This is an optimization exercise on Yosys and OpenROAD, whose aim is small area, a short achievable clock period and few clock cycles per item, not a production implementation.
Where RTL was checked, it was by simulation tests only, not by an equivalence proof against the original.
Function not checked in runs 4 to 8: the RTL went through the layout flow alone.
Power and IR drop assume default switching activity.

$ cat design/flow/config.mk
export PLATFORM = sky130hd
export DESIGN_NAME = pipe_divider
export DESIGN_NICKNAME = pipe_divider
export VERILOG_FILES = /design/flow/design.v
export SDC_FILE = /design/flow/constraint.sdc
export NUM_CORES = 4
export LEC_CHECK = 0
export CAP_MARGIN = 20
export CORE_MARGIN = 2
export CORE_UTILIZATION = 40
export CTS_BUF_LIST = sky130_fd_sc_hd__clkbuf_8
export SETUP_SLACK_MARGIN = 2.2
export SLEW_MARGIN = 20
$ cat design/flow/constraint.sdc
create_clock -name core_clock -period 5.5 [get_ports {clk}]
set_input_delay 1.1000 -clock core_clock [delete_from_list [all_inputs] [get_ports {clk}]]
set_output_delay 1.1000 -clock core_clock [all_outputs]
set_load 0.01 [all_outputs]
$ cat design/flow/design.v
package pipe_divider_pkg;
    localparam int W = 32;
endpackage
module pipe_divider_lzc (
    input  logic [31:0] x,
    output logic [5:0]  n
);
    logic [31:0]  z;
    logic [31:0]  nz;
    logic [159:0] c;
    logic [159:0] nc;
    integer       l;
    integer       i;
    always_comb begin
        z  = ~x;
        c  = '0;
        nz = '0;
        nc = '0;
        for (l = 0; l < 5; l = l + 1) begin
            nz = '0;
            nc = '0;
            for (i = 0; i < 16; i = i + 1) begin
                nz[i] = z[2*i+1] & z[2*i];
                nc[i*5 +: 5] = z[2*i+1] ? (c[(2*i)*5 +: 5] | (5'd1 << l)) : c[(2*i+1)*5 +: 5];
            end
            z = nz;
            c = nc;
        end
        n = z[0] ? 6'd32 : {1'b0, c[4:0]};
    end
endmodule
module pipe_divider (
    input  logic        clk,
    input  logic        rst,
    input  logic        in_valid,
    output logic        in_ready,
    input  logic [31:0] dividend,
    input  logic [31:0] divisor,
    output logic        out_valid,
    input  logic        out_ready,
    output logic [31:0] quotient,
    output logic [31:0] remainder,
    output logic        div_by_zero
);
    logic        s_idle;
    logic        s_align;
    logic        s_step;
    logic        s_done;
    logic [31:0] rem;      
    logic [31:0] dv;       
    logic [31:0] q;        
    logic [4:0]  cnt;      
    logic        dz;
    logic [4:0]  ca;       
    logic [4:0]  cb;       
    logic        shz;      
    logic [5:0]  clz_a;
    logic [5:0]  clz_b;
    logic [31:0] a_smear;
    logic        b_zero;
    logic        fin;
    logic        accept;
    logic        leave;
    logic [4:0]  shamt;
    logic        step;
    logic        last;
    logic [31:0] diff;
    logic        ge;
    pipe_divider_lzc u_lzc_a (.x(dividend), .n(clz_a));
    pipe_divider_lzc u_lzc_b (.x(divisor),  .n(clz_b));
    always_comb begin
        a_smear[31] = dividend[31];
        for (int i = 30; i >= 0; i--)
            a_smear[i] = a_smear[i+1] | dividend[i];
    end
    assign b_zero = (divisor == 32'd0);
    assign fin    = b_zero || |(divisor & ~a_smear);
    assign out_valid = s_done;
    assign leave     = s_done && out_ready;
    assign in_ready  = s_idle || leave;
    assign accept    = in_valid && in_ready;
    assign shamt = cb - ca;
    assign step  = s_step || (s_align && shz);
    assign last  = s_step ? (cnt == 5'd0) : shz;
    assign ge   = rem >= dv;
    assign diff = rem - dv;
    always_ff @(posedge clk or posedge rst)
        if (rst) begin
            s_idle  <= 1'b1;
            s_align <= 1'b0;
            s_step  <= 1'b0;
            s_done  <= 1'b0;
        end else begin
            s_idle  <= (s_idle || leave) && !in_valid;
            s_align <= accept && !fin;
            s_step  <= (s_align && !shz) || (s_step && cnt != 5'd0);
            s_done  <= (accept && fin) || ((s_align || s_step) && last) || (s_done && !out_ready);
        end
    always_ff @(posedge clk) begin
        ca  <= clz_a[4:0];
        cb  <= clz_b[4:0];
        shz <= (clz_a == clz_b);
        if (accept)
            dv <= divisor;
        else if (s_align)
            dv <= dv << shamt;
        else
            dv <= dv >> 1;
        if (s_align)
            cnt <= shamt;
        else
            cnt <= cnt - 5'd1;
    end
    always_ff @(posedge clk) begin
        if (accept) begin
            rem <= dividend;
            q   <= {32{b_zero}};
            dz  <= b_zero;
        end else if (step) begin
            if (ge)
                rem <= diff;
            q   <= {q[30:0], ge};
        end
    end
    assign quotient    = q;
    assign remainder   = rem;
    assign div_by_zero = dz;
endmodule
$ cat design/flow/flow/run.sh
#!/bin/bash
# Standard layout (the standard.sh: same synthesis script and steps), except:
# - the port buffers that global placement inserts use the smallest plain buffer instead
#   of the delay buffer buffer_ports picks by default; each port still gets its own buffer;
# - no adder-cell mapping (ADDER_MAP_FILE empty), so ABC maps the arithmetic as plain gates.
set -euo pipefail
export BUFFER_PORTS_ARGS="-buffer_cell sky130_fd_sc_hd__buf_1"
bash standard.sh ADDER_MAP_FILE= finish > standard.log 2>&1
$ cat design/flow/standard.sh
#!/bin/bash
# synth_recipe.tcl (not shown) runs the flow's synth.tcl, then flattens the netlist and writes it again
# the make line also repeats each setting of config.mk as NAME=value (left out here)
make -C /OpenROAD-flow-scripts/flow DESIGN_CONFIG=/design/flow/config.mk WORK_HOME=/design/flow/orfs CLKGATE_MAP_FILE= SYNTH_SCRIPT=/design/flow/synth_recipe.tcl "${@:-finish}"
==> impl_results.md, run 1 <==
* Status: finished clean
* Hold buffers post-CTS at 0
* Share of layout cells above drive strength 1 at 0.0954
* Clock Pin Slew Worst Setup and Hold Paths at around 0.10 ns
* GP Congestion at between 0.9 and 1
* Diodes inserted at 0
* Die Y at ~150 um
* Crit path launch: dv[0]$_DFF_P_
* Synth Warn # at 2
* First-pass GRT wire length at around 45,000 um
* Initial antenna violation count at 0
* Clk root buf: clkbuf_8
* Minimum clock period at ~3.3 ns
* RSZ-0062 raised after global routing: yes
* Drt initial violations at 948
* Max-slew violations at 0
* Overall Global Routing Usage at 0.258
* Post-synth top area share at 0.231
* Post-Syn Nets at 1,129
* Synth area leader: edfxtp_1
* Logic pwr share at 0.143
* Async S/R FF share, synth at 0.0342
* CTS H-Tree Depth at 4
* Max_cap viols at 0
* Residual DRC at 0
* Area of the core at roughly 21,000 um^2
* First-pass detailed-route iteration total at 7
* Synth area leaders: edfxtp_1, dfxtp_1, mux2i_1
* Final setup fails at 0
* Clock Sink Count at between 100 and 150
* # fillers at ~2,100
* Nets at 1,260
* Max Clock Skew at between 0.02 and 0.025 ns
* Area delta synth->final at 18.5%
* Psw at 0.655 mW
* Post-synth cell types at a little under 70
* Worst Hold Class: in2async
* Routed Antenna Nets at 0
* Sw Share at 0.326
* Crit. End Element: flip-flop
* Max VDD drop at between 100 and 150 uV
* Starting density of the core at 0.411
* Synth top cells by count: nor2_1, nand2_1, a21oi_1
* Vias per inst at 5.86
* FP Rows at 53
* Worst Tran Pin Value at 0.964 ns
* # IOs at approximately 140
* Global route hottest layer: met2
* Routed wire length at 29,200 um
* Clk latency of the worst-skew pair at about 0.47 ns
* Fmax at 0.304 GHz
* RR Startpoint: dv[0]$_DFF_P_
* Die width at 151 um
* Final hold vios at 0
* Multi-input gate area at approximately 5500 um^2
* Worst-path maximum fanout at 5
* Port bufs at ~130
* Die area at 22,900 um^2
* Syn Area/Cell at about 8.2 um^2
* Leak at around 3.6 nW
* Count leader, synth: nor2_1
* Worst path arrival time at ~3.5 ns
* Power Density at about 190 nW/um^2
* CP Launch Type: flip-flop
* Clock power frac at 0.398
* Vias in the first global route at roughly 8,100
* Synthesis-stage register bit count at about 120
* Seq. cell area at ~3000 um^2
* Mapped Area at ~8700 um^2
* Sequential area share after synthesis at 0.349
* Final Non-Filler Cells at between 1,000 and 1,500
* Tcrit/Tclk final at 0.598
* Post-Syn Instances at 1,061
* Cell Int Power at around 1.4 mW
* Prevailing post-synth register cell: edfxtp_1
* Placed insts at 1,432
* Worst slew margin at 0.357
* GRT met2 Usage at 0.408
* Largest net degree at the start of global routing at 76
* Final HPWL DP at between 20,000 and 25,000 um
* M3 GR Usage at 0.0506
* Critical Path RT at around 5.7 ns
* Clock Path Buffers at 2
* CTS tree: yes
* Met1 Usage GRT at 0.352
* Final setup TNS at 0 ns
* Inserted Clock Buffers at 17
* Flop pwr share at 0.459
* Vias at about 8,700
* Number of synthesized flops with an enable pin at between 60 and 70
* Gr ovfl total at 0
* Critical setup path kind: reg2reg
* DR WL/cell at 19.7 um
==> cell usage in the layout (no fill, tap or decap), types with 10 or more instances in the layout <==
master / netlist / final
nor2b_1: 36 / 36
nor2_1: 118 / 116
xnor2_1: 39 / 36
buf_1: 5 / 134
edfxtp_1: 67 / 67
clkbuf_8: 0 / 17
nand3_1: 27 / 27
o211ai_1: 12 / 12
mux2i_1: 55 / 55
o21ai_0: 74 / 73
xor2_1: 30 / 25
a31oi_1: 11 / 10
nor4_1: 11 / 10
buf_4: 0 / 23
o21bai_1: 10 / 10
nand2_1: 91 / 90
dfxtp_1: 46 / 45
nand2b_1: 27 / 26
a221oi_1: 14 / 14
inv_1: 46 / 46
maj3_1: 25 / 24
nor3_1: 24 / 22
a21o_1: 36 / 36
a21oi_1: 90 / 88
==> critical path, cell delays in order (launching register included) <==
cell and delay (ns):
dfxtp_4 0.35, nor2b_4 0.12, maj3_2 0.35, a221o_1 0.38
a21oi_4 0.21, o21ai_4 0.08, o31a_1 0.31, o31ai_4 0.26
maj3_2 0.30, a31oi_4 0.11, a21oi_4 0.24, buf_6 0.17
buf_12 0.12
==> layer usage <==
metal  part of all wire  vias to the layer above
met3              0.080                       61
li1                   -                     4108
met1               0.43                     4145
met2               0.46                      356
met4              0.026                        0
met5                  0                        -
==> worst paths after layout <==
check | depth (start not counted) | to | slack, ns
worst max-delay path | 12 | rem[18]$_DFFE_PP_ | 2.21
worst min-delay path | 2 | s_done$_DFF_PP0_ | 0.47
worst max register to register | 12 | rem[18]$_DFFE_PP_ | 2.21
worst min register to register | 1 | s_step$_DFF_PP0_ | 0.47
max in group asynchronous | 2 | s_idle$_DFF_PP1_ | 4.80
min in group core_clock | 1 | s_step$_DFF_PP0_ | 0.47
==> flip-flops by register name, summed over array words and instances (netlist names) <==
name     cells
cnt          5
ca           5
rem         32
q           32
dv          32
s_align      1
dz           1
s_idle       1
s_step       1
shz          1
cb           5
s_done       1
==> kinds of logic (layout without fill, tap and decap cells) <==
family                     Yosys count  count (layout)  share of synthesized area
and+or+nand+nor                    368             368                      0.199
DFF                                117             117                      0.349
AOI/OAI and AO/OA                  317             317                      0.235
buffers and inverters              103             246                     0.0446
muxes                               56              56                     0.0659
adders and majority gates           31              31                     0.0366
xor gates and xnor gates            69              70                     0.0695
==> power groups by stage <==
stage	sequential [mW]	clock, mW	combinational, mW
global route	0.921	0.858	0.304
finish	0.921	0.800	0.287
CTS	0.921	0.813	0.274
floorplan	0.940	0	0.166
detailed placement	0.941	0	0.266
global placement	0.941	0	0.264
==> area by class of cell <==
class / instances / area share
clock inverters: 15 / 0.0147
multi-input cells: 842 / 0.538
clock buffers: 17 / 0.0227
flip-flops and latches: 117 / 0.295
inverters: 51 / 0.0186
well taps: 275 / 0.0334
repair buffers: 163 / 0.0778
==> what timing repair did <==
item / CTS / global route
pin swaps: 4 / 6
cloned: 3 / 0
gates resized for setup: 23 / 11
setup buffers: 10 / 3
endpoints found under the setup margin: 60 / 57
==> metrics by stage <==
| step | total power [mW] | cell area [um^2] | hold slack [ns] | worst slack (ns) | utilization |
|---|---|---|---|---|---|
| floorplan | 1.11 | 8730 | 0.408 | 2.21 | - |
| global placement | 1.21 | 9550 | 0.437 | 1.60 | 0.451 |
| detailed placement | 1.21 | 9550 | 0.460 | 1.56 | 0.452 |
| CTS | 2.01 | 10200 | 0.450 | 2.15 | 0.483 |
| global route | 2.08 | 10300 | 0.470 | 2.12 | 0.487 |
| finish | 2.01 | 10300 | 0.466 | 2.21 | 0.487 |
Testbench counts, summed over its fixed seeds: cycles 69,732, items 8,000.
==> run 2: changes to the inputs <==
--- a/design/flow/config.mk
+++ b/design/flow/config.mk
@@ -7,2 +7,3 @@
 export LEC_CHECK = 0
+export ABC_AREA = 1
 export CAP_MARGIN = 20
==> run 2 against run 1 <==
Against the previous run: largest power group unchanged; clock power increased by 9.6%; worst hold slack got worse by 0.013 ns; setup slack improved by 0.24 ns; still clean on timing, DRC and antenna; area after synthesis increased by 13%; non-clock buffer count decreased by 25; core utilization decreased by 3.6 points; clock-buffer cell count unchanged.
==> impl_results.md, run 2 <==
* Count leader, synth: nand2_1
* Share of layout cells above drive strength 1 at 0.0580
* Inserted Clock Buffers at 17
* Worst setup margin at ~2.5 ns
* Design Power at 2.12 mW
* Number of synthesized flops with an enable pin at between 60 and 70
* Prevailing post-synth register cell: edfxtp_1
* Max VDD drop at around 160 uV
* Tcrit/Tclk final at 0.554
* CTS H-Tree Depth at 4
* DR WL/cell at approximately 17 um
* Cell chain of the critical path: inv_1 > nand2_1 > nand2_1 > o21ai_0 > a21oi_1 > o21ai_0 > nor3b_1 > a21boi_4
* Post-CTS setup repair buffer count at 0
* Sequential area share after synthesis at 0.309
* Post-Syn Nets at around 1,700
* RR Startpoint: dv[27]$_DFF_P_
* Slowest CP cell: a21boi_4
* Synthesis-stage register bit count at 117
* Seq. cell area at just over 3000 um^2
* Commonest non-fill, non-tap cell in the layout: nand2_1
* Final hold vios at 0
* Vias in the first global route at between 10,000 and 15,000
* Biggest registers after layout: dv x32, q x32, rem x32
* GP Congestion at roughly 0.97
* Starting density of the core at 0.406
* Status: finished clean
* Async S/R FF share, synth at 0.0342
* Largest net degree at the start of global routing at between 50 and 60
* Post-synth cell types at 50
* Minimum clock period at between 3 and 4 ns
* Max Clock Skew at roughly 0.020 ns
* Clock Pin Slew Worst Setup and Hold Paths at around 0.08 ns
* Routed Antenna Nets at 0
* Final HPWL DP at 28,800 um
* Worst-path maximum fanout at 16
* Die area at between 20,000 and 30,000 um^2
* Port bufs at around 130
* Clock Sink Count at between 100 and 150
* CP Launch Type: flip-flop
* Post-route design area at ~11,000 um^2
* Synth top cells by count: nand2_1, inv_1, nand3_1
* Synth area leaders: nand2_1, edfxtp_1, dfxtp_1
* Residual DRC at 0
* Initial antenna violation count at 0
* Commonest non-fill, non-tap cells in the layout: nand2_1, inv_1, nand3_1
* Syn Area/Cell at between 5 and 6 um^2
* Crit path launch: dv[27]$_DFF_P_
* Worst slew margin at 0.375
* Critical Path RT at between 5 and 6 ns
* Vias per inst at between 5 and 6
* Area of the core at ~24,000 um^2
* Clk latency of the worst-skew pair at 0.48 ns
* Max-slew violations at 0
* Final setup TNS at 0 ns
* Mapped Area at 9810 um^2
* Diodes inserted at 0
* Die Y at around 160 um
* Max_cap viols at 0
* Leak at roughly 5.4 nW
* Vias at between 10,000 and 15,000
* Drt initial violations at 1,048
* # fillers at 2,658
* Gr ovfl total at 0
* Post-Syn Instances at ~1,700
* Multi-input gate area at 5700 um^2
* Clock Path Buffers at 2
* Hold buffers post-CTS at 0
* RSZ-0062 raised after global routing: no
* First-pass detailed-route iteration total at 6
* Util after Layout at 0.451
* Area delta synth->final at 11.3%
* Clk root buf: clkbuf_8
* Power Density at 194 nW/um^2
* Crit. End Element: flip-flop
* Hold wc startpoint: shz$_DFF_P_
* Nets at 1,830
* Setup Slack @ Placement at about 1.5 ns
* Routed wire length at 36,600 um
* Overall Global Routing Usage at 0.282
* Die width at around 160 um
* Fmax at 0.328 GHz
* Max stage delay on crit path at ~0.65 ns
* Area after DPL at approximately 10,000 um^2
* Worst Hold Class: reg2reg
* Synth area leader: nand2_1
* Worst Tran Pin Value at roughly 0.94 ns
* CTS tree: yes
* Final setup fails at 0
* Worst path arrival time at 3.16 ns
* Synth Warn # at 2
* FP Rows at 57
* # IOs at roughly 140
* Post-synth top area share at 0.258
* First-pass GRT wire length at roughly 56,000 um
* Critical setup path kind: reg2reg
## run 2: report_power, final
group | total [mW] | internal (mW) | switching, mW
logic | 0.323 | 0.0802 | 0.243
clock network | 0.877 | 0.425 | 0.452
registers | 0.920 | 0.918 | 0.00252
total | 2.12 | 1.42 | 0.697
## run 2: through the flow
stage / hold WS (ns) / std cells
2_1_floorplan: 0.408 / 1654
3_3_place_gp: 0.444 / 2066
6_report: 0.453 / 2099
5_1_grt: 0.497 / 2099
3_5_place_dp: 0.461 / 2066
4_1_cts: 0.449 / 2099
## run 2: critical path, delay by kind of cell (launching register included)
kind	cells	cell delay, ns
and+or+nand+nor	3	0.54
AOI/OAI and AO/OA	4	1.55
DFF	1	0.52
buffers and inverters	1	0.07
## run 2: cell families after synthesis
family,Yosys count,synth area share
compound gates,236,0.132
xor+xnor,12,0.0107
buf+inv,267,0.114
flops,117,0.309
simple gates,1022,0.434
## run 2: timing repair
| item | in CTS | in global routing |
|---|---|---|
| gates resized for setup | 1 | 2 |
| gates cloned | 1 | 0 |
| setup endpoints to repair | 45 | 51 |
| pin swaps | 0 | 0 |
## run 2: final timing paths
path                       slack, ns           endpoint  depth (start not counted)
min in group asynchronous       0.46  s_align$_DFF_PP0_                          2
max in group asynchronous       4.81   s_idle$_DFF_PP1_                          2
hold / removal                  0.45   s_step$_DFF_PP0_                          1
setup reg to reg                2.45   rem[2]$_DFFE_PP_                          8
setup / recovery                2.45   rem[2]$_DFFE_PP_                          8
hold reg to reg                 0.45   s_step$_DFF_PP0_                          1
## run 2: final cells by class
| type | instances | area share |
|---|---|---|
| well taps | 324 | 0.0372 |
| multi-input cells | 1271 | 0.522 |
| clock inverters | 15 | 0.0167 |
| repair buffers | 138 | 0.0489 |
| flip-flops and latches | 117 | 0.278 |
| inverters | 217 | 0.0752 |
| clock buffers | 17 | 0.0214 |
## run 2: layer usage
metal  wire length [um]  share of wire  global-route usage
met5                  0              0                   0
met4               1490          0.041               0.118
met3               3030          0.083              0.0542
met2              16000           0.44               0.447
met1              16000           0.44               0.376
==> run 3: changes to the inputs <==
==> design/flow/flow/run.sh (replaced) <==
#!/bin/bash
# Standard layout (the standard.sh: same synthesis script and steps), except:
# - the port buffers that global placement inserts use the smallest plain buffer instead
#   of the delay buffer buffer_ports picks by default; each port still gets its own buffer;
# - clock tree synthesis runs without dummy load cells.
set -euo pipefail
export BUFFER_PORTS_ARGS="-buffer_cell sky130_fd_sc_hd__buf_1"
export CTS_ARGS="-sink_clustering_enable -repair_clock_nets -buf_list sky130_fd_sc_hd__clkbuf_8 -dont_use_dummy_load"
bash standard.sh > standard.log 2>&1
--- a/design/flow/config.mk
+++ b/design/flow/config.mk
@@ -12,3 +12,3 @@
 export CTS_BUF_LIST = sky130_fd_sc_hd__clkbuf_8
-export SETUP_SLACK_MARGIN = 2.2
+export SETUP_SLACK_MARGIN = 2.8
 export SLEW_MARGIN = 20
==> run 3 against run 2 <==
Against the previous run: still clean; core utilization increased by 1.2 points; sequential power barely moved; clock skew up 0.017 ns; wire length decreased by 8.1%; clock-buffer cell count stayed put; worst hold slack lost 0.0021 ns; synthesized cell count shrank 20%; first-iteration DRC count decreased by 3.9%; combinational power increased by 11%; sequential cell count stayed put; final area fell by 4.2%; die area is 6.4% lower.
==> impl_results.md, run 3 <==
* Worst Tran Pin Value at 0.902 ns
* Clock Pin Slew Worst Setup and Hold Paths at approximately 0.060 ns
* Leak at around 4.0 nW
* Hold wc startpoint: shz$_DFF_P_
* R2R Setup Slk at between 2 and 3 ns
* Max Clock Skew at between 0.03 and 0.04 ns
* Placed insts at roughly 1,700
* Final setup fails at 0
* Overall Global Routing Usage at 0.275
* Diodes inserted at 0
* Synthesis-stage register bit count at ~120
* Async S/R FF share, synth at 0.0342
* Post-synth cell types at 57
* Area of the core at 22,600 um^2
* R2R depth at 12
* Gr ovfl total at 0
* First-pass GRT wire length at 50,300 um
* Vias in the first global route at ~8,900
* Status: finished clean
* Post-Syn Instances at between 1,000 and 1,500
* Fmax at ~0.37 GHz
* Design Power at 1.87 mW
* Routed wire length at 33,600 um
* Worst setup margin at between 2 and 3 ns
* CTS H-Tree Depth at 4
* Critical Path RT at roughly 4.4 ns
* Area delta synth->final at 14.0%
* Vias at around 9,600
* Final setup TNS at 0 ns
* Routed Antenna Nets at 0
* Synth Warn # at 2
* Util after Layout at 0.463
* Post-route design area at roughly 10,000 um^2
* Post-Syn Nets at roughly 1,400
* Clock Path Buffers at 2
* Worst-path maximum fanout at 2
* RSZ-0062 raised after global routing: yes
* DR WL/cell at between 15 and 20 um
* Tcrit/Tclk final at 0.486
* CP Launch Type: input port
* Worst hold stages at 1
* Final hold vios at 0
* Synth area leaders: edfxtp_1, nand2_1, dfxtp_1
* Biggest registers after layout: dv x32, q x32, rem x32
* Setup Slack @ Placement at between 2 and 2.5 ns
* Number of synthesized flops with an enable pin at between 60 and 70
* Max_cap viols at 0
* Clock Sink Count at between 100 and 150
* Die Y at 155 um
* Port bufs at between 100 and 150
* Initial antenna violation count at 0
* Residual DRC at 0
* Power Density at roughly 180 nW/um^2
* Inserted Clock Buffers at 17
* First-pass detailed-route iteration total at 6
* Area after DPL at between 9000 and 10,000 um^2
* Vias per inst at 5.60
* Post-synth top area share at 0.220
* Share of layout cells above drive strength 1 at 0.0816
* Commonest non-fill, non-tap cell in the layout: nand2_1
* Drt initial violations at around 1,000
* Nets at 1,544
* Worst Hold Class: reg2reg
* Clk root buf: clkbuf_8
* Minimum clock period at approximately 2.7 ns
* Synth top cells by count: nand2_1, inv_1, o21ai_0
* Min-Delay Endpoint: s_step$_DFF_PP0_
* Mapped Area at 9160 um^2
* Worst slew margin at 0.398
* Prevailing post-synth register cell: edfxtp_1
* Hold slack at roughly 0.45 ns
* Clk latency of the worst-skew pair at 0.46 ns
* GP Congestion at 1.01
* Final HPWL DP at between 20,000 and 30,000 um
* Sequential area share after synthesis at 0.331
* Critical setup path kind: in2out
* Syn Area/Cell at ~7 um^2
* CTS tree: yes
* Die width at between 150 and 200 um
* Max-slew violations at 0
* Die area at approximately 24,000 um^2
* Worst r2r dst: dv[26]$_DFF_P_
* Starting density of the core at 0.406
* Count leader, synth: nand2_1
* Final Non-Filler Cells at about 1,700
* Synth area leader: edfxtp_1
* Largest net degree at the start of global routing at 69
* Hold buffers post-CTS at 0
* Max VDD drop at between 100 and 150 uV
* Worst path arrival time at 1.57 ns
* # IOs at about 140
* Crit. End Element: primary output
* Commonest non-fill, non-tap cells in the layout: nand2_1, inv_1, buf_1
* RR Startpoint: cb[0]$_DFF_P_
* FP Rows at 55
run 3: layout make-up:
class,instances,area [um^2]
Sequential cell,117,3030
Tap cell,285,357
Multi-Input combinational cell,992,5510
Fill cell,2416,12100
Clock buffer,17,234
Inverter,158,618
Timing Repair Buffer,150,691
run 3: cells by family after synthesis:
| group | synth area share |
|---|---|
| AND/OR/NAND/NOR | 0.292 |
| AO/OA/AOI/OAI | 0.202 |
| buffers and inverters | 0.0901 |
| flip-flops | 0.331 |
| adder cells (fa/ha/maj) | 0.0563 |
| multiplexers | 0.0153 |
| XOR/XNOR | 0.0132 |
run 3: layer usage:
layer	vias to the layer above	share of wire	wire length [um]	global-route usage
met1	4437	0.45	15000	0.389
met2	475	0.43	14600	0.414
met5	-	0	0	0
met3	56	0.089	2980	0.0599
li1	4666	-	-	-
met4	0	0.032	1070	0.100
run 3: critical path, stage by stage:
cell	delay [ns]
buf_1	0.09
a21oi_2	0.16
inv_2	0.09
buf_6	0.13
run 3: repair_timing:
action	in CTS	in global routing
pin swaps	2	5
setup buffers	4	6
setup endpoints to repair	95	58
cloned	2	1
gates resized for setup	26	37
run 3: worst max path at each step:
stage / from / endpoint / slack (ns) / depth (start not counted)
after CTS: out_ready / in_ready / 2.76 / 4
after global placement: out_ready / rem[30]$_DFFE_PP_ / 2.10 / 7
after global routing: rem[0]$_DFFE_PP_ / rem[28]$_DFFE_PP_ / 2.71 / 15
after floorplan: out_ready / rem[0]$_DFFE_PP_ / 2.86 / 7
after detailed placement: out_ready / rem[31]$_DFFE_PP_ / 2.07 / 7
final: out_ready / in_ready / 2.83 / 4
run 3: where the power goes:
| group | switching [mW] | total [mW] | internal (mW) |
|---|---|---|---|
| clock | 0.322 | 0.594 | 0.272 |
| combinational | 0.257 | 0.360 | 0.103 |
| sequential | 0.00160 | 0.920 | 0.919 |
==> run 4: changes to the inputs <==
--- a/design/flow/design.v
+++ b/design/flow/design.v
@@ -56,2 +56,3 @@
     logic        shz;      
+    logic        pf;       
     logic [5:0]  clz_a;
@@ -66,2 +67,3 @@
     logic        last;
+    logic        finish;
     logic [31:0] diff;
@@ -84,2 +86,3 @@
     assign last  = s_step ? (cnt == 5'd0) : shz;
+    assign finish = (s_align || s_step) && last;
     assign ge   = rem >= dv;
@@ -92,7 +95,9 @@
             s_done  <= 1'b0;
+            pf      <= 1'b0;
         end else begin
             s_idle  <= (s_idle || leave) && !in_valid;
-            s_align <= accept && !fin;
-            s_step  <= (s_align && !shz) || (s_step && cnt != 5'd0);
-            s_done  <= (accept && fin) || ((s_align || s_step) && last) || (s_done && !out_ready);
+            s_align <= accept && !fin && !pf;
+            s_step  <= (s_align && !shz) || (s_step && cnt != 5'd0) || (accept && !fin && pf);
+            s_done  <= (accept && fin) || finish || (s_done && !out_ready);
+            pf      <= finish && in_valid;
         end
@@ -102,5 +107,5 @@
         shz <= (clz_a == clz_b);
-        if (accept)
+        if ((accept && !pf) || finish)
             dv <= divisor;
-        else if (s_align)
+        else if (s_align || (s_done && pf))
             dv <= dv << shamt;
@@ -108,3 +113,3 @@
             dv <= dv >> 1;
-        if (s_align)
+        if (s_align || (s_done && pf))
             cnt <= shamt;
--- a/design/flow/config.mk
+++ b/design/flow/config.mk
@@ -12,3 +12,3 @@
 export CTS_BUF_LIST = sky130_fd_sc_hd__clkbuf_8
-export SETUP_SLACK_MARGIN = 2.8
+export SETUP_SLACK_MARGIN = 2.9
 export SLEW_MARGIN = 20
==> run 4 against run 3 <==
Against the previous run: first-iteration DRC count increased by 2.0%; fmax increased by 1.0%; global-route usage increased by 0.99 points; register-to-register slack improved by 0.12 ns; sequential share of layout area decreased by 1.7 points; setup slack improved by 0.028 ns; via count increased by 5.5%; synthesized cell count increased by 7.0%; critical path depth unchanged; critical path type unchanged; critical endpoint unchanged.
==> impl_results.md, run 4 <==
* RSZ-0062 raised after global routing: yes
* Die width at 158 um
* Commonest non-fill, non-tap cell in the layout: nand2_1
* Clk latency of the worst-skew pair at 0.47 ns
* Flop pwr share at 0.251
* Prevailing post-synth register cell: edfxtp_1
* Drt initial violations at slightly above 1,000
* Worst Tran Pin Value at roughly 0.57 ns
* Area delta synth->final at 18.5%
* Sw Share at 0.519
* Synthesis-stage register bit count at 118
* # IOs at approximately 140
* Worst Hold Class: reg2reg
* # fillers at approximately 2,500
* Biggest registers after layout: dv x32, q x32, rem x32
* Die area at around 25,000 um^2
* Final HPWL DP at approximately 27,000 um
* Number of synthesized flops with an enable pin at 67
* Critical Path RT at roughly 4.4 ns
* Max VDD drop at about 340 uV
* Synth area leaders: edfxtp_1, nand2_1, dfxtp_1
* Sequential area share after synthesis at 0.324
* Worst path arrival time at roughly 1.6 ns
* Final hold vios at 0
* Post-synth cell types at 56
* Synth top cells by count: nand2_1, inv_1, nor2_1
* Logic pwr share at 0.670
* Inserted Clock Buffers at 17
* Syn Area/Cell at ~6.7 um^2
* First-pass detailed-route iteration total at 5
* Area of the core at roughly 23,000 um^2
* Gr ovfl total at 0
* Mapped Area at 9450 um^2
* Final setup TNS at 0 ns
* Leak at 4.95 nW
* Overall Global Routing Usage at 0.285
* Vias in the first global route at roughly 9,300
* Vias per inst at 5.44
* Minimum clock period at 2.65 ns
* Async S/R FF share, synth at 0.0424
* FP Rows at 56
* Largest net degree at the start of global routing at 43
* First-pass GRT wire length at approximately 53,000 um
* Max_cap viols at 0
* Nets at 1,657
* Residual DRC at 0
* Worst slew margin at 0.615
* Commonest non-fill, non-tap cells in the layout: nand2_1, inv_1, buf_1
* Routed Antenna Nets at 0
* CTS H-Tree Depth at 4
* Diodes inserted at 0
* Clock power frac at 0.079
* Clock Path Buffers at 2
* Post-synth top area share at 0.213
* Max-slew violations at 0
* Starting density of the core at 0.405
* Initial antenna violation count at 0
* Tcrit/Tclk final at 0.481
* Area after DPL at between 10,000 and 15,000 um^2
* Fmax at 0.378 GHz
* Post-route design area at 11,200 um^2
* Cell Int Power at ~3.7 mW
* Post-Syn Nets at about 1,500
* Critical setup path kind: in2out
* GP Congestion at between 0.9 and 1
* Vias at 10,200
* Synth area leader: edfxtp_1
* Hold slack at around 0.49 ns
* Post-Syn Instances at 1,408
* Routed wire length at roughly 36,000 um
* CTS tree: yes
* Crit. End Element: primary output
* Status: finished clean
* Final setup fails at 0
* Share of layout cells above drive strength 1 at 0.120
* Die Y at 158 um
* Count leader, synth: nand2_1
* Worst-path maximum fanout at 3
* Port bufs at around 130
* CP Launch Type: input port
* Clock Sink Count at ~120
* Clk root buf: clkbuf_8
* Psw at between 4 and 5 mW
* Power Density at roughly 700 nW/um^2
* Clock Pin Slew Worst Setup and Hold Paths at around 0.060 ns
* DR WL/cell at roughly 19 um
* Synth Warn # at 2
* Max Clock Skew at ~0.046 ns
run 4: area by class of cell:
type                       instances  area [um^2]  share of cell area
multi-input combinational       1067         5900               0.527
sequential                       118         3060               0.273
timing repair buffer             169          906              0.0809
inverter                         174          676              0.0603
tap                              319          399              0.0356
clock buffer                      17          234              0.0209
timing repair inverter             3         22.5             0.00201
run 4: cell families after synthesis:
family	count (synthesis)	share of synthesized area
flops	118	0.324
mux	11	0.0116
simple gates	693	0.315
buf+inv	224	0.0940
compound gates	309	0.185
xor+xnor	14	0.0177
fa+ha+maj	39	0.0532
run 4: final timing paths:
check                               startpoint                to  slack [ns]  cells after the start
worst max-delay path                 out_ready          in_ready        2.85                      4
worst min-delay path            cnt[4]$_DFF_P_    cnt[4]$_DFF_P_        0.49                      2
worst max register to register   cb[0]$_DFF_P_  dv[30]$_DFFE_PP_        2.96                     13
worst min register to register  cnt[4]$_DFF_P_    cnt[4]$_DFF_P_        0.49                      2
max in group asynchronous                  rst  s_idle$_DFF_PP1_        4.76                      2
min in group asynchronous                  rst  s_step$_DFF_PP0_        0.50                      2
run 4: worst max-delay path: stages:
cell and delay (ns):
buf_8 0.10, a21oi_4 0.16, inv_1 0.05, buf_2 0.13
run 4: stage by stage:
step,total power [mW],util,std cells,worst slack [ns]
after floorplan,5.14,-,1408,2.92
after global placement,6.43,0.438,1817,1.99
after detailed placement,6.47,0.438,1817,1.91
after CTS,7.31,0.461,1849,2.85
after global routing,8.40,0.480,1867,2.84
final,7.74,0.480,1867,2.85
run 4: per-layer routing:
| metal | global-route usage | wire length [um] | part of all wire |
|---|---|---|---|
| met1 | 0.388 | 15300 | 0.43 |
| met2 | 0.440 | 15600 | 0.44 |
| met3 | 0.0712 | 3730 | 0.10 |
| met4 | 0.100 | 1110 | 0.031 |
| met5 | 0 | 0 | 0 |
run 4: power groups by stage:
stage	clock (mW)	combinational, mW	sequential, mW
floorplan	0	3.19	1.95
global placement	0	4.49	1.94
detailed placement	0	4.53	1.94
CTS	0.618	4.77	1.93
global route	0.646	5.77	1.98
finish	0.611	5.19	1.94
run 4: repair_timing:
| item | in CTS | in global routing |
|---|---|---|
| endpoints found under the setup margin | 141 | 123 |
| pin swaps | 5 | 21 |
| cloned | 4 | 2 |
| gates resized for setup | 32 | 73 |
| buffers inserted | 11 | 16 |
| hold endpoints to repair | 0 | 0 |
| hold buffers | 0 | 0 |
==> run 5: changes to the inputs <==
--- a/design/flow/config.mk
+++ b/design/flow/config.mk
@@ -12,3 +12,3 @@
 export CTS_BUF_LIST = sky130_fd_sc_hd__clkbuf_8
-export SETUP_SLACK_MARGIN = 2.9
+export SETUP_SLACK_MARGIN = 2.8
 export SLEW_MARGIN = 20
==> run 5 against run 4 <==
Against the previous run: setup slack worse by 0.062 ns; critical endpoint is now dv[30]$_DFFE_PP_; combinational power down 4.2%; total power down 3.2%.
==> impl_results.md, run 5 <==
* Status: finished clean
* Sequential area share after synthesis at 0.324
* CP Launch Type: flip-flop
* Leak at slightly below 5 nW
* Drt initial violations at between 1,000 and 1,500
* Minimum clock period at around 2.7 ns
* Sw Share at 0.519
* Biggest registers after layout: dv x32, q x32, rem x32
* Initial antenna violation count at 0
* Inserted Clock Buffers at 17
* Mapped Area at approximately 9500 um^2
* Critical Path RT at 5.68 ns
* Critical setup path kind: reg2reg
* Nets at 1,660
* Util after Layout at 0.471
* Tcrit/Tclk final at 0.492
* First-pass GRT wire length at between 50,000 and 60,000 um
* Placed insts at about 1,800
* Hold buffers post-CTS at 0
* Max-slew violations at 0
* Worst Hold Class: reg2reg
* Commonest non-fill, non-tap cells in the layout: nand2_1, inv_1, buf_1
* Vias at between 10,000 and 15,000
* Post-synth cell types at 56
* Power Density at between 600 and 700 nW/um^2
* Flop pwr share at 0.256
* Largest net degree at the start of global routing at 56
* Routed Antenna Nets at 0
* Max_cap viols at 0
* Setup Slack @ Placement at roughly 2.2 ns
* Clock Pin Slew Worst Setup and Hold Paths at roughly 0.060 ns
* CTS H-Tree Depth at 4
* Top Layer Used: met4
* Die Y at about 160 um
* Synth area leader: edfxtp_1
* Area delta synth->final at 16.3%
* Gr ovfl total at 0
* Met3 wire len at between 2000 and 3000 um
* Met2 WL at 16,000 um
* Overall Global Routing Usage at 0.282
* Fmax at between 0.3 and 0.4 GHz
* Synth area leaders: edfxtp_1, nand2_1, dfxtp_1
* Diodes inserted at 0
* Share of layout cells above drive strength 1 at 0.0935
* Count leader, synth: nand2_1
* Starting density of the core at 0.405
* Vias per inst at about 5.4
* Logic pwr share at 0.663
* Final setup fails at 0
* Clock power frac at 0.082
* Prevailing post-synth register cell: edfxtp_1
* Post-Syn Instances at about 1,400
* Residual DRC at 0
* Commonest non-fill, non-tap cell in the layout: nand2_1
* Worst setup margin at 2.79 ns
* First-pass detailed-route iteration total at 5
* Worst-path maximum fanout at 4
* Max VDD drop at 291 uV
* Synth Warn # at 2
* Final hold vios at 0
* Final setup TNS at 0 ns
* Clock Path Buffers at 2
* Synth top cells by count: nand2_1, inv_1, nor2_1
* Post-route design area at 11,000 um^2
* CTS tree: yes
* Clk root buf: clkbuf_8
* Design Power at approximately 7.5 mW
* Cell Int Power at 3.60 mW
* Clk latency of the worst-skew pair at approximately 0.47 ns
* RSZ-0062 raised after global routing: yes
* GP Congestion at ~0.98
* Die area at 24,900 um^2
* Worst slew margin at 0.590
* Syn Area/Cell at about 6.7 um^2
* FP Rows at 56
* Routed wire length at roughly 36,000 um
* Hold slack at 0.488 ns
* Number of synthesized flops with an enable pin at 67
* Post-synth top area share at 0.213
* Final Non-Filler Cells at around 1,900
* # IOs at ~140
* Async S/R FF share, synth at 0.0424
* Vias in the first global route at 9,065
* Port bufs at 134
* Worst path arrival time at ~2.9 ns
* Worst Tran Pin Value at between 0.6 and 0.7 ns
* Crit. End Element: flip-flop
* Final HPWL DP at 27,500 um
* Psw at ~3.9 mW
* Max Clock Skew at around 0.055 ns
* WL met1 at between 15,000 and 20,000 um
* Area of the core at 23,300 um^2
* Synthesis-stage register bit count at between 100 and 150
* Clock Sink Count at around 120
* Post-Syn Nets at about 1,500
* Area after DPL at slightly above 10,000 um^2
* DR WL/cell at between 15 and 20 um
* R2R depth at 14
* Worst hold stages at 2
* Die width at 158 um
-- run 5: cell counts after synthesis --
No cell type changed its count.
-- run 5: power groups by stage --
stage	Combinational, mW	Clock [mW]	Sequential (mW)
6_report	4.97	0.612	1.92
5_1_grt	5.57	0.648	1.96
4_1_cts	4.74	0.617	1.91
3_5_place_dp	4.53	0	1.93
3_3_place_gp	4.49	0	1.94
2_1_floorplan	3.18	0	1.95
-- run 5: metal layers --
metal  GRT usage  vias up
met3      0.0504       42
met4      0.0628        0
li1            -     4982
met1       0.401     4649
met5           0        -
met2       0.445      444
-- run 5: final timing paths --
path | from | endpoint | slack, ns
setup / recovery | cb[0]$_DFF_P_ | dv[30]$_DFFE_PP_ | 2.79
hold / removal | cnt[4]$_DFF_P_ | cnt[4]$_DFF_P_ | 0.49
setup reg to reg | cb[0]$_DFF_P_ | dv[30]$_DFFE_PP_ | 2.79
hold reg to reg | cnt[4]$_DFF_P_ | cnt[4]$_DFF_P_ | 0.49
max in group asynchronous | rst | s_idle$_DFF_PP1_ | 4.74
min in group asynchronous | rst | pf$_DFF_PP0_ | 0.52
-- run 5: layout make-up --
type                            count  area [um^2]
Fill cell                        2503        12300
Multi-Input combinational cell   1068         5640
Sequential cell                   118         3060
Timing Repair Buffer              170          955
Inverter                          174          674
Tap cell                          319          399
Clock buffer                       17          234
Timing Repair inverter              4         27.5
-- run 5: cell families after synthesis --
family | Yosys count | share of synthesized area
mux | 11 | 0.0116
compound gates | 309 | 0.185
simple gates | 693 | 0.315
fa+ha+maj | 39 | 0.0532
flops | 118 | 0.324
buf+inv | 224 | 0.0940
xor+xnor | 14 | 0.0177
-- run 5: timing repair --
action                                  4_1_cts  5_1_grt
buffers inserted                              6       17
gates cloned                                  4        6
pin swaps                                     2        8
resized for setup                            17       41
endpoints found under the setup margin       83      137
-- run 5: worst max-delay path: stages, from the launching register on --
cell and delay (ns):
dfxtp_2 0.32, inv_2 0.05, ha_4 0.12, inv_2 0.04, fa_2 0.65, buf_12 0.13, clkbuf_16 0.12, o211ai_1 0.08
o21ai_1 0.14, o21ai_0 0.19, or2_1 0.27, nand3_1 0.13, o21ai_1 0.08, nand2_1 0.07, nand2_1 0.05
==> run 6: changes to the inputs <==
==> design/flow/flow/run.sh (replaced) <==
#!/bin/bash
# Standard layout (the standard.sh, unchanged synthesis and steps), except that the
# port buffers that global placement inserts use the smallest plain buffer instead of
# the delay buffer buffer_ports picks by default. Each port still gets its own buffer.
set -euo pipefail
export BUFFER_PORTS_ARGS="-buffer_cell sky130_fd_sc_hd__buf_1"
bash standard.sh > standard.log 2>&1
==> run 6 against run 5 <==
Against the previous run: global-route usage is essentially flat; sequential power is essentially flat; total power rose by 3.2%; non-clock buffer count grew 1; final area up 1.9%; combinational power about the same; sequential share of layout area down 0.53 points; area after synthesis stayed put; clock skew fell by 0.033 ns; register-to-register slack better by 0.11 ns; largest cell class unchanged.
==> impl_results.md, run 6 <==
* Status: finished clean
* Routed Antenna Nets at 0
* CTS H-Tree Depth at 4
* CP Launch Type: input port
* Share of layout cells above drive strength 1 at 0.107
* Die area at ~25,000 um^2
* Area delta synth->final at 18.5%
* Synth area leader: edfxtp_1
* # IOs at 135
* Clock Path Buffers at 2
* Clock Pin Slew Worst Setup and Hold Paths at 0.08 ns
* Vias at between 10,000 and 15,000
* Area of the core at ~23,000 um^2
* Final HPWL DP at between 20,000 and 30,000 um
* Routed wire length at 35,800 um
* Residual DRC at 0
* Vias per inst at about 5.4
* Largest net degree at the start of global routing at 56
* Gr ovfl total at 0
* Worst Hold Class: reg2reg
* Power Density at 691 nW/um^2
* Diodes inserted at 0
* Nets at ~1,700
* GP Congestion at 0.976
* Synth Warn # at 2
* Clk latency of the worst-skew pair at approximately 0.47 ns
* Critical Path RT at about 4.4 ns
* Prevailing post-synth register cell: edfxtp_1
* Drt initial violations at between 1,000 and 1,500
* Clock Sink Count at ~120
* Count leader, synth: nand2_1
* Sequential area share after synthesis at 0.324
* Post-synth top area share at 0.213
* Tcrit/Tclk final at 0.481
* Number of synthesized flops with an enable pin at 67
* First-pass detailed-route iteration total at 6
* First-pass GRT wire length at roughly 52,000 um
* Syn Area/Cell at approximately 6.7 um^2
* R2R Setup Slk at between 2 and 3 ns
* Commonest non-fill, non-tap cells in the layout: nand2_1, inv_1, buf_1
* Post-synth cell types at 56
* Max_cap viols at 0
* Initial antenna violation count at 0
* Design Power at ~7.7 mW
* Max Clock Skew at about 0.022 ns
* Worst path arrival time at about 1.6 ns
* Async S/R FF share, synth at 0.0424
* Synth top cells by count: nand2_1, inv_1, nor2_1
* Leak at 5.05 nW
* Worst slew margin at 0.575
* Worst-path maximum fanout at 3
* RR Startpoint: cb[0]$_DFF_P_
* Fmax at 0.378 GHz
* Post-Syn Nets at 1,515
* Post-Syn Instances at approximately 1,400
* Final setup fails at 0
* # fillers at roughly 2,500
* Clk root buf: clkbuf_8
* Max-slew violations at 0
* Critical setup path kind: in2out
* Minimum clock period at between 2 and 3 ns
* Max VDD drop at roughly 320 uV
* FP Rows at 56
* Die Y at between 150 and 200 um
* Crit path launch: out_ready
* Die width at about 160 um
* Crit. End Element: primary output
* Synth area leaders: edfxtp_1, nand2_1, dfxtp_1
* RSZ-0062 raised after global routing: yes
* Overall Global Routing Usage at 0.282
* Vias in the first global route at roughly 9,100
* DR WL/cell at 19.0 um
* Hold wc startpoint: cnt[4]$_DFF_P_
* Synthesis-stage register bit count at about 120
* Mapped Area at around 9500 um^2
* CTS tree: yes
* Starting density of the core at 0.405
* Biggest registers after layout: dv x32, q x32, rem x32
* Commonest non-fill, non-tap cell in the layout: nand2_1
* Port bufs at around 130
* Final hold vios at 0
* Worst Tran Pin Value at roughly 0.64 ns
* Inserted Clock Buffers at 17
* Final setup TNS at 0 ns
## run 6: through the flow
step           area [um^2]  hold WS, ns  setup slack (ns)  utilization  std cells
4_1_cts              10800        0.482              2.71        0.462       1861
2_1_floorplan         9470        0.458              2.82            -       1408
3_5_place_dp         10200        0.483              2.21        0.438       1820
5_1_grt              11200        0.498              2.70        0.480       1884
6_report             11200        0.492              2.85        0.480       1884
3_3_place_gp         10200        0.475              2.24        0.438       1820
## run 6: area by class of cell
class | count | area [um^2] | share of cell area
flip-flops and latches | 118 | 3060 | 0.273
inverters | 174 | 674 | 0.0602
repair buffers | 171 | 978 | 0.0873
repair inverters | 3 | 22.5 | 0.00201
clock buffers | 17 | 234 | 0.0209
multi-input cells | 1067 | 5680 | 0.507
clock inverters | 15 | 158 | 0.0141
well taps | 319 | 399 | 0.0356
## run 6: final timing paths
check,to,depth (start not counted)
max,in_ready,4
min,cnt[4]$_DFF_P_,2
max reg2reg,dv[30]$_DFFE_PP_,13
min reg2reg,cnt[4]$_DFF_P_,2
max in group asynchronous,s_idle$_DFF_PP1_,2
min in group asynchronous,pf$_DFF_PP0_,2
## run 6: where the power goes
| group | internal, mW | switching [mW] |
|---|---|---|
| clock | 0.341 | 0.483 |
| combinational | 1.74 | 3.26 |
| sequential | 1.61 | 0.314 |
## run 6: cells by family (layout without fill, tap and decap cells)
family | after synthesis | after routing | synth area share
xor gates and xnor gates | 14 | 14 | 0.0177
DFF | 118 | 118 | 0.324
and+or+nand+nor | 693 | 694 | 0.315
muxes | 11 | 11 | 0.0116
adders and majority gates | 39 | 39 | 0.0532
buffers and inverters | 224 | 380 | 0.0940
AOI/OAI and AO/OA | 309 | 309 | 0.185
## run 6: repair_timing
item,CTS,global route
cloned,3,5
endpoints found under the setup margin,80,141
resized for setup,14,56
buffers inserted,6,18
hold buffers,0,0
pin swaps,2,10
## run 6: critical path, stage by stage
cell     delay, ns
buf_4         0.13
a21oi_4       0.14
inv_1         0.05
buf_2         0.13
## run 6: per-layer routing
metal	up-vias	wire, um	global-route usage
met3	49	2960	0.0515
met4	0	793	0.0667
li1	4997	-	-
met5	-	0	0
met1	4689	15800	0.394
met2	478	16200	0.450
==> run 7: changes to the inputs <==
--- a/design/flow/design.v
+++ b/design/flow/design.v
@@ -59,3 +59,2 @@
     logic [5:0]  clz_b;
-    logic [31:0] a_smear;
     logic        b_zero;
@@ -72,9 +71,4 @@
     pipe_divider_lzc u_lzc_b (.x(divisor),  .n(clz_b));
-    always_comb begin
-        a_smear[31] = dividend[31];
-        for (int i = 30; i >= 0; i--)
-            a_smear[i] = a_smear[i+1] | dividend[i];
-    end
-    assign b_zero = (divisor == 32'd0);
-    assign fin    = b_zero || |(divisor & ~a_smear);
+    assign b_zero = clz_b[5];
+    assign fin    = b_zero || (clz_b < clz_a);
     assign out_valid = s_done;
==> run 7 against run 6 <==
Against the previous run: area after synthesis increased by 1.6%; die area increased by 1.5%; worst hold slack about the same; synthesized cell count increased by 8.9%; sequential cell count unchanged; register-to-register slack about the same; clock skew decreased by 0.0086 ns; final area increased by 3.7%; critical path depth increased by 13; cell count increased by 7.7%; non-clock buffer count increased by 24; via count increased by 2.7%.
==> impl_results.md, run 7 <==
* Post-synth cell types at 43
* # IOs at between 100 and 150
* Final Non-Filler Cells at roughly 2,000
* Async S/R FF share, synth at 0.0424
* Area of the core at between 20,000 and 25,000 um^2
* Max VDD drop at 307 uV
* Drt initial violations at roughly 1,200
* Starting density of the core at 0.408
* Largest net degree at the start of global routing at between 70 and 80
* First-pass GRT wire length at roughly 51,000 um
* Power Density at between 600 and 700 nW/um^2
* Share of layout cells above drive strength 1 at 0.123
* Placed insts at ~1,900
* GP Congestion at 0.927
* Post-Syn Instances at about 1,500
* Gr ovfl total at 0
* Residual DRC at 0
* Inserted Clock Buffers at 17
* Port bufs at roughly 130
* Minimum clock period at roughly 2.8 ns
* Biggest registers after layout: dv x32, q x32, rem x32
* Status: finished clean
* Design Power at just under 8 mW
* Sequential area share after synthesis at 0.319
* Synth top cells by count: nand2_1, inv_1, nand3_1
* Number of synthesized flops with an enable pin at 67
* Syn Area/Cell at 6.26 um^2
* Final setup fails at 0
* Worst-path maximum fanout at 4
* Max-slew violations at 0
* Initial antenna violation count at 0
* Vias per inst at 5.17
* Commonest non-fill, non-tap cell in the layout: nand2_1
* Routed wire length at 33,500 um
* Die width at roughly 160 um
* Tcrit/Tclk final at 0.509
* Post-synth top area share at 0.219
* Final hold vios at 0
* Leak at 5.85 nW
* FP Rows at 56
* Synthesis-stage register bit count at 118
* Synth area leaders: nand2_1, edfxtp_1, dfxtp_1
* Routed Antenna Nets at 0
* Clk latency of the worst-skew pair at 0.47 ns
* Prevailing post-synth register cell: edfxtp_1
* Nets at roughly 1,800
* Clock Pin Slew Worst Setup and Hold Paths at approximately 0.080 ns
* Overall Global Routing Usage at 0.256
* Worst Hold Class: reg2reg
* Worst path arrival time at ~3.1 ns
* Synth Warn # at 2
* Final setup TNS at 0 ns
* Vias at approximately 10,000
* CTS tree: yes
* Mapped Area at approximately 9600 um^2
* DR WL/cell at 16.5 um
* Area delta synth->final at 21.0%
* Commonest non-fill, non-tap cells in the layout: nand2_1, inv_1, nand3_1
* Crit. End Element: flip-flop
* Die area at roughly 25,000 um^2
* Count leader, synth: nand2_1
* CP Launch Type: input port
* Fmax at roughly 0.36 GHz
* Max_cap viols at 0
* Clk root buf: clkbuf_8
* Final HPWL DP at ~25,000 um
* Util after Layout at 0.493
* Post-Syn Nets at around 1,600
* Worst Tran Pin Value at about 0.71 ns
* Clock Sink Count at 118
* Critical Path RT at 5.84 ns
* Critical setup path kind: in2reg
* Setup Slack @ Placement at around 2.0 ns
* Die Y at 159 um
* Worst slew margin at 0.525
* Vias in the first global route at between 9,000 and 10,000
* First-pass detailed-route iteration total at 5
* CTS H-Tree Depth at 4
* RSZ-0062 raised after global routing: yes
* Clock Path Buffers at 2
* Max Clock Skew at 0.0130 ns
* Worst setup margin at 2.70 ns
* Synth area leader: nand2_1
==> run 7: metal layers <==
metal | track usage | up-vias | wire length, um
li1 | - | 5252 | -
met4 | 0.0851 | 0 | 951
met2 | 0.418 | 413 | 15200
met5 | 0 | - | 0
met3 | 0.0313 | 51 | 2070
met1 | 0.354 | 4771 | 15200
==> run 7: final timing paths <==
path | depth (start not counted) | from | endpoint | slack (ns)
setup reg to reg | 12 | dv[4]$_DFF_P_ | rem[16]$_DFFE_PP_ | 2.91
hold / removal | 1 | shz$_DFF_P_ | s_step$_DFF_PP0_ | 0.49
setup / recovery | 17 | dividend[31] | s_done$_DFF_PP0_ | 2.70
max in group asynchronous | 2 | rst | s_idle$_DFF_PP1_ | 4.76
min in group asynchronous | 2 | rst | s_done$_DFF_PP0_ | 0.50
hold reg to reg | 1 | shz$_DFF_P_ | s_step$_DFF_PP0_ | 0.49
==> run 7: layout make-up <==
class	count	area (um^2)
Multi-Input combinational cell	1132	5760
Clock inverter	15	184
Antenna cell	1	2.50
Sequential cell	118	3070
Clock buffer	17	234
Fill cell	2493	11900
Inverter	230	876
Tap cell	319	399
Timing Repair inverter	2	15.0
Timing Repair Buffer	195	1080
==> run 7: repair_timing <==
action                                  4_1_cts  5_1_grt
buffers inserted                             30       20
endpoints found under the setup margin       65       94
pin swaps                                    23       45
hold buffers                                  0        0
gates cloned                                  2        2
gates resized for setup                      46       79
==> run 7: power by group <==
part / total [mW] / switching, mW / internal, mW / leakage [nW]
clock: 0.891 / 0.466 / 0.425 / 0.208
sequential: 1.93 / 0.327 / 1.60 / 1.12
combinational: 5.08 / 3.37 / 1.72 / 4.52
total: 7.90 / 4.16 / 3.74 / 5.85
==> run 7: kinds of logic after synthesis <==
logic type	count (synthesis)	share of synthesized area
simple gates	876	0.376
buf+inv	284	0.117
compound gates	199	0.115
flops	118	0.319
fa+ha+maj	45	0.0602
xor+xnor	10	0.0115
mux	1	0.00104
==> run 7: stage by stage <==
| step | hold WS [ns] | cell area (um^2) |
|---|---|---|
| 2_1_floorplan | 0.440 | 9680 |
| 3_3_place_gp | 0.475 | 10400 |
| 3_5_place_dp | 0.473 | 10400 |
| 4_1_cts | 0.486 | 11200 |
| 5_1_grt | 0.498 | 11600 |
| 6_report | 0.491 | 11600 |
==> run 7: critical path, stage by stage <==
cell      delay (ns)
buf_8           0.11
nor2_4          0.15
nand2_4         0.09
nor2_4          0.13
inv_2           0.05
nor3_4          0.25
buf_4           0.16
buf_4           0.12
buf_4           0.10
nand2_1         0.06
nand3_2         0.08
ha_1            0.14
nand3_2         0.08
o211ai_1        0.25
nand2_1         0.12
nand2_1         0.08
o211ai_1        0.08
==> run 8: changes to the inputs <==
--- a/design/flow/design.v
+++ b/design/flow/design.v
@@ -44,3 +44,3 @@
 );
-    logic        s_idle;
+    logic        s_busy;
     logic        s_align;
@@ -56,5 +56,5 @@
     logic        shz;      
-    logic        pf;       
     logic [5:0]  clz_a;
     logic [5:0]  clz_b;
+    logic [31:0] a_smear;
     logic        b_zero;
@@ -66,3 +66,2 @@
     logic        last;
-    logic        finish;
     logic [31:0] diff;
@@ -71,7 +70,12 @@
     pipe_divider_lzc u_lzc_b (.x(divisor),  .n(clz_b));
-    assign b_zero = clz_b[5];
-    assign fin    = b_zero || (clz_b < clz_a);
+    always_comb begin
+        a_smear[31] = dividend[31];
+        for (int i = 30; i >= 0; i--)
+            a_smear[i] = a_smear[i+1] | dividend[i];
+    end
+    assign b_zero = (divisor == 32'd0);
+    assign fin    = b_zero || |(divisor & ~a_smear);
     assign out_valid = s_done;
     assign leave     = s_done && out_ready;
-    assign in_ready  = s_idle || leave;
+    assign in_ready  = !s_busy || leave;
     assign accept    = in_valid && in_ready;
@@ -80,3 +84,2 @@
     assign last  = s_step ? (cnt == 5'd0) : shz;
-    assign finish = (s_align || s_step) && last;
     assign ge   = rem >= dv;
@@ -85,3 +88,3 @@
         if (rst) begin
-            s_idle  <= 1'b1;
+            s_busy  <= 1'b0;
             s_align <= 1'b0;
@@ -89,9 +92,7 @@
             s_done  <= 1'b0;
-            pf      <= 1'b0;
         end else begin
-            s_idle  <= (s_idle || leave) && !in_valid;
-            s_align <= accept && !fin && !pf;
-            s_step  <= (s_align && !shz) || (s_step && cnt != 5'd0) || (accept && !fin && pf);
-            s_done  <= (accept && fin) || finish || (s_done && !out_ready);
-            pf      <= finish && in_valid;
+            s_busy  <= (s_busy && !leave) || in_valid;
+            s_align <= accept && !fin;
+            s_step  <= (s_align && !shz) || (s_step && cnt != 5'd0);
+            s_done  <= (accept && fin) || ((s_align || s_step) && last) || (s_done && !out_ready);
         end
@@ -101,5 +102,5 @@
         shz <= (clz_a == clz_b);
-        if ((accept && !pf) || finish)
+        if (accept)
             dv <= divisor;
-        else if (s_align || (s_done && pf))
+        else if (s_align)
             dv <= dv << shamt;
@@ -107,3 +108,3 @@
             dv <= dv >> 1;
-        if (s_align || (s_done && pf))
+        if (s_align)
             cnt <= shamt;
==> run 8 against run 7 <==
Against the previous run: critical path type is now reg2reg; synthesized cell count is 14% lower; setup slack improved by 0.094 ns; critical endpoint is now rem[11]$_DFFE_PP_; die area decreased by 4.2%; first-iteration DRC count decreased by 22%; non-clock buffer count fell by 30; core utilization fell by 1.2 points; total power down 3.8%.
==> impl_results.md, run 8 <==
* Die width at about 160 um
* Critical setup path kind: reg2reg
* Final hold vios at 0
* Routed wire length at approximately 35,000 um
* Power Density at roughly 700 nW/um^2
* CTS H-Tree Depth at 4
* Post-Syn Nets at about 1,400
* M3 GR Usage at 0.0568
* Post-route design area at roughly 11,000 um^2
* Sequential area share after synthesis at 0.330
* Number of synthesized flops with an enable pin at 67
* Routed Antenna Nets at 0
* Port bufs at ~130
* DR WL/cell at 19.7 um
* Residual DRC at 0
* Overall Global Routing Usage at 0.281
* Crit. End Element: flip-flop
* Starting density of the core at 0.407
* Area of the core at 22,600 um^2
* Initial antenna violation count at 0
* Final HPWL DP at around 26,000 um
* RSZ-0062 raised after global routing: yes
* Final setup TNS at 0 ns
* Met1 Usage GRT at 0.381
* GRT met2 Usage at 0.442
* Commonest non-fill, non-tap cell in the layout: nand2_1
* Count leader, synth: nand2_1
* Commonest non-fill, non-tap cells in the layout: nand2_1, inv_1, buf_1
* Max_cap viols at 0
* FP Rows at 55
* Area after DPL at 9880 um^2
* Drt initial violations at around 930
* Synth area leader: edfxtp_1
* Post-synth cell types at 58
* Placed insts at between 1,500 and 2,000
* Vias per inst at approximately 5.6
* Worst setup margin at 2.79 ns
* CTS tree: yes
* Hold wc startpoint: shz$_DFF_P_
* Syn Area/Cell at about 7 um^2
* Clock Pin Slew Worst Setup and Hold Paths at about 0.090 ns
* Design Power at about 7.6 mW
* Synth top cells by count: nand2_1, inv_1, o21ai_0
* Util after Layout at 0.481
* Max-slew violations at 0
* Leak at 4.82 nW
* Hold slack at 0.450 ns
* Diodes inserted at 0
* First-pass detailed-route iteration total at 5
* Worst Hold Class: reg2reg
* Worst path arrival time at approximately 2.9 ns
* Post-synth top area share at 0.219
* Crit path launch: rem[28]$_DFFE_PP_
* Worst slew margin at 0.399
* Tcrit/Tclk final at 0.492
* Biggest registers after layout: dv x32, q x32, rem x32
* Max VDD drop at about 250 uV
* Max Clock Skew at around 0.019 ns
* Post-Syn Instances at between 1,000 and 1,500
* CP Launch Type: flip-flop
* Die Y at 156 um
* Inserted Clock Buffers at 17
* Vias at between 9,000 and 10,000
* Clock Sink Count at ~120
* Gr ovfl total at 0
* # fillers at roughly 2,400
* Worst-path maximum fanout at 8
* Async S/R FF share, synth at 0.0342
* Status: finished clean
* Critical Path RT at roughly 5.7 ns
* Fmax at roughly 0.37 GHz
* Area delta synth->final at 18.3%
* # IOs at ~140
* Prevailing post-synth register cell: edfxtp_1
* GP Congestion at between 0.9 and 1
* Clock Path Buffers at 2
* RR Startpoint: rem[28]$_DFFE_PP_
* Setup Slack @ Placement at around 2.2 ns
* Clk latency of the worst-skew pair at 0.47 ns
* Final Non-Filler Cells at about 1,800
* Synthesis-stage register bit count at between 100 and 150
* Final setup fails at 0
* Nets at approximately 1,600
* Share of layout cells above drive strength 1 at 0.109
* Largest net degree at the start of global routing at 73
* Seq. cell area at between 3000 and 4000 um^2
* Worst Tran Pin Value at around 0.90 ns
* Minimum clock period at about 2.7 ns
* Synth Warn # at 2
* Multi-input gate area at 5550 um^2
* Global route hottest layer: met2
* Vias in the first global route at approximately 9,300
* First-pass GRT wire length at about 52,000 um
* Die area at roughly 24,000 um^2
* Mapped Area at about 9000 um^2
* Clk root buf: clkbuf_8
* Synth area leaders: edfxtp_1, nand2_1, dfxtp_1
run 8: power breakdown:
group / leakage [nW] / internal [mW] / switching (mW)
registers: 1.11 / 1.56 / 0.258
logic: 3.49 / 1.78 / 3.15
clock network: 0.211 / 0.420 / 0.423
total: 4.82 / 3.77 / 3.83
run 8: final cells by class:
class                   instances  share of cell area
multi-input cells            1000               0.511
repair buffers                165              0.0846
well taps                     285              0.0328
clock buffers                  18              0.0228
inverters                     160              0.0562
clock inverters                14              0.0138
flip-flops and latches        117               0.279
run 8: cell families after synthesis:
logic type	synth area share
multiplexers	0.0131
adder cells (fa/ha/maj)	0.0561
XOR/XNOR	0.0143
buffers and inverters	0.0927
flip-flops	0.330
AO/OA/AOI/OAI	0.201
AND/OR/NAND/NOR	0.292
run 8: worst paths after layout:
check	to	slack, ns	depth (start not counted)
hold reg to reg	s_step$_DFF_PP0_	0.45	1
setup reg to reg	rem[11]$_DFFE_PP_	2.79	11
setup / recovery	rem[11]$_DFFE_PP_	2.79	11
min in group asynchronous	s_step$_DFF_PP0_	0.49	2
max in group asynchronous	s_align$_DFF_PP0_	4.85	2
hold / removal	s_step$_DFF_PP0_	0.45	1
run 8: routing by layer:
metal	part of all wire	up-vias
met3	0.092	77
met1	0.43	4556
met4	0.034	0
met2	0.44	493
met5	0	-
li1	-	4741
run 8: what timing repair did:
item	in CTS	in global routing
setup endpoints to repair	97	63
gates cloned	5	2
hold buffers	0	0
pin swaps	7	5
buffers inserted	11	6
resized for setup	36	31
run 8: critical path, stage by stage, from the launching register on:
cell      delay (ns)
edfxtp_1        0.44
ha_1            0.43
nand2_1         0.10
inv_1           0.08
nand3_1         0.19
nor4_4          0.30
nand3_1         0.17
nand3_4         0.16
nor2_4          0.05
a21oi_4         0.14
buf_12          0.17
buf_12          0.16

[separate check: timing with driven ports]
How much do the figures lean on ideal ports? The routed layouts below were timed once more, with nothing changed but the port constraints. Step 1 sets driving cells, clkbuf_16 on the clock port and buf_2 on the other inputs (assumed; they add their load-dependent delay and slew). Step 2, shift: input delay + t, output delay - t, t = (earliest + latest rising clock arrival at the registers) / 2. This alone moves slack from input paths to output paths. Three values: ideal ports, drivers, drivers and shift; two values: the first two.
run | t (ns) | setup slack, ns | worst hold slack (ns)
run 1 | 0.510 | 2.214 / 2.214 / 1.955 | 0.466 / 0.454 / 0.466
run 2 | 0.510 | 2.452 / 2.452 / 2.041 | 0.453 / 0.441 / 0.453
run 3 | 0.484 | 2.826 / 2.802 / 2.389 | 0.451 / 0.451 / 0.451
run 4 | 0.494 | 2.854 / 2.813 / 2.470 | 0.491 / 0.481 / 0.491
run 5 | 0.487 | 2.792 / 2.792 / 2.454 | 0.488 / 0.488 / 0.488
run 6 | 0.505 | 2.854 / 2.831 / 2.431 | 0.492 / 0.475 / 0.492
run 7 | 0.506 | 2.701 / 2.699 / 2.193 | 0.491 / 0.469 / 0.491
run 8 | 0.498 | 2.795 / 2.795 / 2.384 | 0.450 / 0.450 / 0.450
After both steps every run listed still meets setup and hold. For run 7, which loses most, drivers alone change the setup slack by -0.002 ns; drivers and shift together by -0.508 ns.
